Source: an optimization exercise on an open RTL-to-GDS flow (aim: small area and a short achievable clock period). Production flows keep margins and buffers that such runs may drop. At most, simulation tests tie the RTL to the original design; equivalence was not proved.

==> inputs of run A <==
## sprite_addr_gen
module sprite_addr_gen #(
  parameter  int N_SPRITES = 4,
  parameter  int COORD_W   = 10,
  parameter  int ADDR_W    = 20,
  parameter  int FRAME_W   = 4,
  parameter  int ANIM_DIV  = 8,
  localparam int ID_W      = (N_SPRITES > 1) ? $clog2(N_SPRITES) : 1
) (
  input  logic                           frame_Clk,
  input  logic                           Reset,
  input  logic [COORD_W-1:0]             DrawX,
  input  logic [COORD_W-1:0]             DrawY,
  input  logic                           vsync_tick,
  input  logic [N_SPRITES-1:0]           anim_enable,
  input  logic [N_SPRITES-1:0]           anim_restart,
  input  logic [N_SPRITES-1:0]           sprite_flip,
  input  logic [N_SPRITES*COORD_W-1:0]   sprite_X,
  input  logic [N_SPRITES*COORD_W-1:0]   sprite_Y,
  input  logic [N_SPRITES*COORD_W-1:0]   sprite_W,
  input  logic [N_SPRITES*COORD_W-1:0]   sprite_H,
  input  logic [N_SPRITES*ADDR_W-1:0]    base_addr,
  input  logic [N_SPRITES*FRAME_W-1:0]   frame_count,
  output logic                           sprite_on,
  output logic [ID_W-1:0]                sprite_id,
  output logic [ADDR_W-1:0]              spriteAddress,
  output logic [N_SPRITES*FRAME_W-1:0]   frame_idx
);
Settings: LEC_CHECK=0, CAP_MARGIN=20, CORE_MARGIN=2, CORE_UTILIZATION=40, SLEW_MARGIN=20; clock period 12.0 ns.
standard.sh (not shown) runs the stock make flow with config.mk's settings and CLKGATE_MAP_FILE= SYNTH_SCRIPT=/design/flow/synth_recipe.tcl, a recipe that flattens the netlist after the stock synthesis.
==> flow/flow/run.sh <==
#!/bin/bash
# Standard ORFS layout (the standard.sh, standard synthesis unchanged), except that the
# port buffers that placement inserts on every input and output use sky130_fd_sc_hd__buf_1
# instead of the tool's default pick (clkdlybuf4s50_1, a slow delay cell).
# Each make step's full output goes to its own log in this folder; ORFS's per-step logs stay
# under orfs/logs/.
set -euo pipefail
bash standard.sh synth > synth.log 2>&1
bash standard.sh BUFFER_PORTS_ARGS="-buffer_cell sky130_fd_sc_hd__buf_1" finish > layout.log 2>&1
==> inputs of run X, as changes to run A <==
--- a/flow/config.mk
+++ b/flow/config.mk
@@ -10,2 +10,3 @@
 export CORE_UTILIZATION = 40
+export SETUP_SLACK_MARGIN = 1.5
 export SLEW_MARGIN = 20
==> results.yml <==
worst_hold_path:
  min_delay_worst_endpoint: "spriteAddress[2]"
sta:
  fin_crit_sh_pct: 96.7
  clock_skew_ps: 16.7
grt:
  grt_usage_pct: 28.0
cells_and_area:
  drive_gt1_share_pct: 5.04
drt:
  wire_per_inst_um: 21.5
status:
  outcome: "no timing/DRC/antenna violations"
-- figures above: run A

==> results.yml <==
status:
  outcome: "no timing/DRC/antenna violations"
worst_hold_path:
  min_delay_worst_endpoint: "spriteAddress[12]"
grt:
  grt_usage_pct: 28.5
sta:
  fin_crit_sh_pct: 86.1
-- figures above: run X


==> trial 65: inputs <==
Another version of the RTL of sprite_addr_gen (not shown whole).
clock: 12.0 ns
lec_check: 0
abc_area: 1
cap_margin: 20
core_margin: 2
core_utilization: 40
setup_slack_margin: 2
slew_margin: 20
Scripts as last shown in full above: flow/flow/run.sh
==> build 33: changes against trial 65 <==
Settings changed: TNS_END_PERCENT set to 10.
==> impl_metrics.tcl <==
set metrics [dict create \
    crit_top_cell "nand2_1" \
    path_buf_inv 11 \
    status "finished clean" \
    antenna_found_initial 1 \
    n_clock_buffer 5 \
    pre_cts_ws_ns -0.0557 \
    wl_met3_mm 3.41 \
]
# the run above: trial 65

==> impl_metrics.tcl <==
set metrics [dict create \
    antenna_found_initial 2 \
    final_common_cell "nand2_1" \
    n_clock_buffer 6 \
    drtIter0Drc 991 \
    crit_top_cell "fa_1" \
    tightest_slew_ns 1.03 \
    status "finished clean" \
    path_buf_inv 13 \
    final_area_mm2 0.0170 \
    wl_met3_mm 3.57 \
    pre_cts_ws_ns -0.0854 \
]
# the run above: build 33

Function was not checked in any run of this note: the RTL went through the layout flow alone.

==> run a: inputs <==
sprite_addr_gen, a different RTL version from the one above (not shown whole).
Design sprite_addr_gen, start of the top module:
module sprite_addr_gen #(
  parameter  int N_SPRITES = 4,
  parameter  int COORD_W   = 10,
  parameter  int ADDR_W    = 20,
  parameter  int FRAME_W   = 4,
  parameter  int ANIM_DIV  = 8,
  localparam int ID_W      = (N_SPRITES > 1) ? $clog2(N_SPRITES) : 1
) (
  input  logic                           frame_Clk,
  input  logic                           Reset,
  input  logic [COORD_W-1:0]             DrawX,
  input  logic [COORD_W-1:0]             DrawY,
  input  logic                           vsync_tick,
  input  logic [N_SPRITES-1:0]           anim_enable,
  input  logic [N_SPRITES-1:0]           anim_restart,
  input  logic [N_SPRITES-1:0]           sprite_flip,
  input  logic [N_SPRITES*COORD_W-1:0]   sprite_X,
  input  logic [N_SPRITES*COORD_W-1:0]   sprite_Y,
  input  logic [N_SPRITES*COORD_W-1:0]   sprite_W,
  input  logic [N_SPRITES*COORD_W-1:0]   sprite_H,
  input  logic [N_SPRITES*ADDR_W-1:0]    base_addr,
  input  logic [N_SPRITES*FRAME_W-1:0]   frame_count,
  output logic                           sprite_on,
  output logic [ID_W-1:0]                sprite_id,
  output logic [ADDR_W-1:0]              spriteAddress,
  output logic [N_SPRITES*FRAME_W-1:0]   frame_idx
);
  localparam int                DIV_W    = (ANIM_DIV > 1) ? $clog2(ANIM_DIV) : 1;
  localparam logic [DIV_W-1:0]  DIV_LAST = DIV_W'(ANIM_DIV - 1);
  logic [DIV_W-1:0]           div_cnt;
  logic                       advance;
  logic [N_SPRITES*FRAME_W-1:0] frame_q;
  logic                       any_hit;
  ...
clock: 12.0 ns
lec_check: 0
abc_area: 1
cap_margin: 20
core_margin: 2
core_utilization: 47
setup_slack_margin: 2
slew_margin: 20
tns_end_percent: 10
Scripts as last shown in full above: flow/flow/run.sh
==> run b: changes against run a <==
Settings changed: CORE_UTILIZATION 47 to 40, TNS_END_PERCENT 10 to default.
==> run summary <==
Against run a, the clock skew of run b is higher by 0.0069 ns. Of run b and run a, run a has the higher first-iteration DRC count (gap about 20%, measured against run a). Of run b and run a, run b has the higher critical path depth (gap 6). Maximum frequency: run b is larger than run a (about 2.3%). In run b the setup slack is better than in run a, by 0.25 ns. Between run a and run b, the lower design area is in run b (gap 2.2%, measured against run b).
==> figures <==
Result of the run: run a complete, no violations; run b complete, no violations
Slowest library cell on the worst path: run a sky130_fd_sc_hd__fa_2; run b sky130_fd_sc_hd__fa_1
Final standard cell area without fillers: run a 18700 um2; run b 18300 um2
Multi-input gate share of total cell area: run a 65.8%; run b 68.6%
Fraction of the core area covered by cells at the end of the flow: run a 63.6%; run b 53.2%
Number of multi-input combinational cells: run a 1564; run b 1565
Worst clock skew: run a 0.00645 ns; run b 0.0134 ns
Met2 Usage GRT: run a 64.8%; run b 47.3%
Logic depth of the worst register-to-register path: run a 35; run b 29
Floorplan Core Area: run a 29500 um2; run b 34500 um2
Sequential cell area share: run a 4.49%; run b 4.58%
Starting DRC count in detailed routing: run a 1173; run b 939

==> job 3999 <==
Starting RTL as in the previous note.
clock: 12.0 ns
lec_check: 0
abc_area: 1
cap_margin: 20
core_margin: 2
core_utilization: 40
setup_slack_margin: 3
slew_margin: 20
tns_end_percent: 10
Scripts as last shown in full above: flow/flow/run.sh
==> inputs of job 7144, as changes to job 3999 <==
Settings changed: CORE_UTILIZATION 40 to 33, SETUP_SLACK_MARGIN 3 to 2.
==> summary of the runs <==
In job 3999 the first-iteration DRC count is higher than in job 7144, by about 11%.
In job 3999 the cell count is lower than in job 7144, by 3.2%.
Of job 7144 and job 3999, job 3999 has the higher sequential share of layout area (gap 0.068 points).
Count of clock-buffer cells in the layout is the same in job 3999 and job 7144.
Synthesized cell count is the same in job 7144 and job 3999.
In job 3999 the maximum frequency is larger than in job 7144, by 0.28%.
Between job 7144 and job 3999, the lower critical path depth is in job 7144 (gap 1).
Non-clock buffer count: job 7144 is higher than job 3999 (13).
In job 3999 the hold slack is better than in job 7144, by 0.80 ps.
==> figures <==
Result of the run: job 3999 no timing/DRC/antenna violations; job 7144 no timing/DRC/antenna violations
Fmax: job 3999 92.6 MHz; job 7144 92.4 MHz
Worst slack after detailed placement: job 3999 362 ps; job 7144 367 ps
Taps Inserted: job 3999 455; job 7144 539
Routability congestion estimate from global placement: job 3999 0.944; job 7144 1.01
Count of standard-cell rows: job 3999 68; job 7144 75
Endpoint arrival time on the critical path: job 3999 10,980 ps; job 7144 11,010 ps
Met1 layer wirelength in the final routing: job 3999 21.3 mm; job 7144 24.4 mm
Met3 GRT Util: job 3999 4.10%; job 7144 5.39%
Routed vias/inst: job 3999 5.34; job 7144 5.10
Number of diodes: job 3999 1; job 7144 0
Final cell utilization of the core: job 3999 50.6%; job 7144 42.3%
Die span in y: job 3999 191 um; job 7144 210 um
Layout Cell Area excl Fill: job 3999 17,400 um2; job 7144 17,700 um2
Iteration-0 DRC Markers: job 3999 1,048; job 7144 940
Number of cells on the critical path: job 3999 54; job 7144 53
DP Cell Count: job 3999 2,790; job 7144 2,883
Cell Count, Final, Fillers Out: job 3999 2,868; job 7144 2,964
Fillers: job 3999 3,562; job 7144 4,424

==> inputs of juniper <==
sprite_addr_gen again, from the RTL that the note above started with.
Settings: LEC_CHECK=0, ABC_AREA=1, CAP_MARGIN=20, CORE_MARGIN=2, CORE_UTILIZATION=55, SETUP_SLACK_MARGIN=2, SLEW_MARGIN=20; clock period 12.0 ns.
Scripts as last shown in full above: flow/flow/run.sh
==> sierra: changes against juniper <==
--- a/flow/config.mk
+++ b/flow/config.mk
@@ -7,7 +7,8 @@
 export LEC_CHECK = 0
 export ABC_AREA = 1
-export CAP_MARGIN = 20
+export CAP_MARGIN = 5
 export CORE_MARGIN = 2
-export CORE_UTILIZATION = 55
+export CORE_UTILIZATION = 40
 export SETUP_SLACK_MARGIN = 2
-export SLEW_MARGIN = 20
+export SLEW_MARGIN = 5
+export TNS_END_PERCENT = 10
==> cedar: changes against juniper <==
--- a/flow/config.mk
+++ b/flow/config.mk
@@ -9,5 +9,6 @@
 export CAP_MARGIN = 20
 export CORE_MARGIN = 2
-export CORE_UTILIZATION = 55
+export CORE_UTILIZATION = 40
 export SETUP_SLACK_MARGIN = 2
 export SLEW_MARGIN = 20
+export TNS_END_PERCENT = 5
==> lagoon: changes against juniper <==
==> flow/flow/run.sh (replaced) <==
#!/bin/bash
# Standard ORFS layout (the standard.sh, standard synthesis unchanged), except that:
#  - the port buffers that placement inserts on every input and output use
#    sky130_fd_sc_hd__buf_1 instead of the tool's default pick (clkdlybuf4s50_1);
#  - after global routing, ORFS's power-recovery step (repair_timing -recover_power)
#    downsizes gates off the critical paths.
# Each make step's full output goes to its own log in this folder; ORFS's per-step logs
# stay under orfs/logs/.
set -euo pipefail
bash standard.sh synth > synth.log 2>&1
bash standard.sh BUFFER_PORTS_ARGS="-buffer_cell sky130_fd_sc_hd__buf_1" RECOVER_POWER=100 finish > layout.log 2>&1
--- a/flow/config.mk
+++ b/flow/config.mk
@@ -9,5 +9,6 @@
 export CAP_MARGIN = 20
 export CORE_MARGIN = 2
-export CORE_UTILIZATION = 55
+export CORE_UTILIZATION = 40
 export SETUP_SLACK_MARGIN = 2
 export SLEW_MARGIN = 20
+export TNS_END_PERCENT = 10
==> run summary <==
- Inst Count DP: around 2700
- Die area: 26690 um^2
- Outcome: no timing/DRC/antenna violations
- Starting Density: about 56%
- Core ar.: 25040 um^2
- Critical path required time: 12160 ps
- GP Congestion: 0.9863
- Slowest cell on the critical path: fa_1
The numbers above come from juniper.

==> run summary <==
- Outcome: no timing/DRC/antenna violations
- Buf+Inv Stages, Crit Path: 12
- Slowest cell on the critical path: fa_2
- Core ar.: 34460 um^2
- GP Congestion: around 0.94
- Critical path required time: 12180 ps
- Starting Density: 40.54%
- Max FFs per register: 20
- Die area: 36430 um^2
The numbers above come from sierra.

==> run summary <==
- Outcome: no timing/DRC/antenna violations
- Hold_sp: div_cnt[2]$_SDFFE_PP0P_
- Inst Count DP: 2790
- Slowest cell on the critical path: fa_1
- Seq Cell Count: 42
- Starting Density: 40.54%
- Register area: 840.8 um^2
- Critical path required time: 12170 ps
- Max Freq: approximately 0.090 GHz
- Final-layout clock-cell area share: 0.8553%
- Die area: 36430 um^2
- GP Congestion: 0.9439
- Slew HR: approximately half
The numbers above come from lagoon.

==> run summary <==
- Inst Count DP: 2790
- Die area: 36430 um^2
- Critical path required time: 12190 ps
- Outcome: no timing/DRC/antenna violations
- Core ar.: 34460 um^2
- Slowest cell on the critical path: fa_1
- Buf+Inv Stages, Crit Path: 11
The numbers above come from cedar.


==> willow: inputs <==
sprite_addr_gen again, from the RTL that the note above started with.
export LEC_CHECK = 0
export ABC_AREA = 1
export CAP_MARGIN = 20
export CORE_MARGIN = 2
export CORE_UTILIZATION = 40
export GPL_TIMING_DRIVEN = 0
export SETUP_SLACK_MARGIN = 2
export SLEW_MARGIN = 20
export TNS_END_PERCENT = 10
create_clock -name core_clock -period 12.0 [get_ports {frame_Clk}]
==> flow/flow/run.sh <==
#!/bin/bash
# Standard ORFS layout (the standard.sh, standard synthesis unchanged), except that the
# port buffers that placement inserts on every input and output use sky130_fd_sc_hd__buf_1
# instead of the tool's default pick (clkdlybuf4s50_1, a slow delay cell).
# Each make step's full output goes to its own log in this folder; ORFS's per-step logs stay
# under orfs/logs/.
set -euo pipefail
bash standard.sh synth > synth.log 2>&1
bash standard.sh BUFFER_PORTS_ARGS="-buffer_cell sky130_fd_sc_hd__buf_1" finish > layout.log 2>&1
==> violet (differences from willow) <==
GPL_TIMING_DRIVEN = default   (was 0)
==> comparison table <==
|  | violet | willow |
|---|---|---|
| Result of the run | finished clean | finished clean |
| Buffers added on ports | 329 | 328 |
| Worst-path maximum fanout | 13 | 10 |
| Number of nets in the layout | 2,968 | 2,967 |
| Worst Hold Endpoint | div_cnt[2]$_SDFFE_PP0P_ | div_cnt[0]$_SDFFE_PP0P_ |
| Largest net degree at the start of global routing | 30 | 16 |
| Inverters | 365 | 363 |
| Met3 Usage GRT | 4.10% | 2.78% |
| Worst clock skew on the final layout | 0.00712 ns | 0.00670 ns |
| Tcrit/Tclk final | 89.9% | 95.0% |
| Crit path buf inv count | 11 | 17 |
| Combined global-route utilization of all metal layers | 30.1% | 31.4% |
| Total non-filler cell area in the finished layout | 17,400 um2 | 17,300 um2 |
| Cell depth of the worst hold path | 2 | 1 |
| FF-to-FF path depth | 38 | 41 |
| Tightest slew margin relative to the limit | 51.7% | 45.9% |
| Non-CTS buffers | 433 | 434 |
| Final core utilization | 50.6% | 50.2% |
| Antenna diodes | 1 | 2 |
| Via count of the first global-routing pass | 15,307 | 15,303 |

==> what the ideal ports hide <==
In the flow no input, the clock included, has a driving cell. The finished layouts below were timed again as built, in two steps.
Step 1, drivers: a clkbuf_16 drives frame_Clk and a buf_2 each remaining input, both assumed.
Step 2 adds t to the input delays and takes it off the output delays; t is the mean of the earliest and latest rising clock arrival at the registers after step 1. Input paths then give back, and output paths get back, about the clock's delay inside the block.
a / b / c = no drivers / after step 1 / after step 2; a / b = the first two.
run	shift t [ns]	setup slack, ns	latest minus earliest clock arrival (ns)	slew at the worst register clock pin (ns)
run A of note 1	0.332	0.400 / 0.417 / 0.086	0.018 / 0.019	0.08 / 0.08
run X of note 1	0.337	1.667 / 1.692 / 1.355	0.024 / 0.024	0.08 / 0.08
trial 65	0.328	0.873 / 0.851 / 0.523	0.004 / 0.004	0.07 / 0.07
build 33	0.326	0.873 / 0.881 / 0.555	0.006 / 0.006	0.06 / 0.06
run a of note 3	0.325	0.991 / 0.963 / 0.638	0.007 / 0.007	0.06 / 0.06
run b of note 3	0.325	1.241 / 1.211 / 0.886	0.013 / 0.013	0.07 / 0.07
job 3999	0.320	1.206 / 1.220 / 0.901	0.007 / 0.007	0.06 / 0.06
job 7144	0.318	1.176 / 1.190 / 0.872	0.006 / 0.006	0.06 / 0.06
juniper	0.332	1.153 / 1.153 / 0.821	0.007 / 0.007	0.06 / 0.06
sierra	0.316	1.226 / 1.240 / 0.924	0.005 / 0.006	0.06 / 0.06
cedar	0.320	1.206 / 1.220 / 0.901	0.007 / 0.007	0.06 / 0.06
lagoon	0.320	0.849 / 0.863 / 0.544	0.006 / 0.007	0.06 / 0.06
willow	0.322	0.596 / 0.607 / 0.286	0.007 / 0.007	0.07 / 0.07
violet	0.320	1.206 / 1.220 / 0.901	0.007 / 0.007	0.06 / 0.06
After both steps setup and hold are still met in every run listed. The setup slack of run b of note 3, which loses most, moves by -0.030 ns with the drivers and by -0.355 ns with both steps.
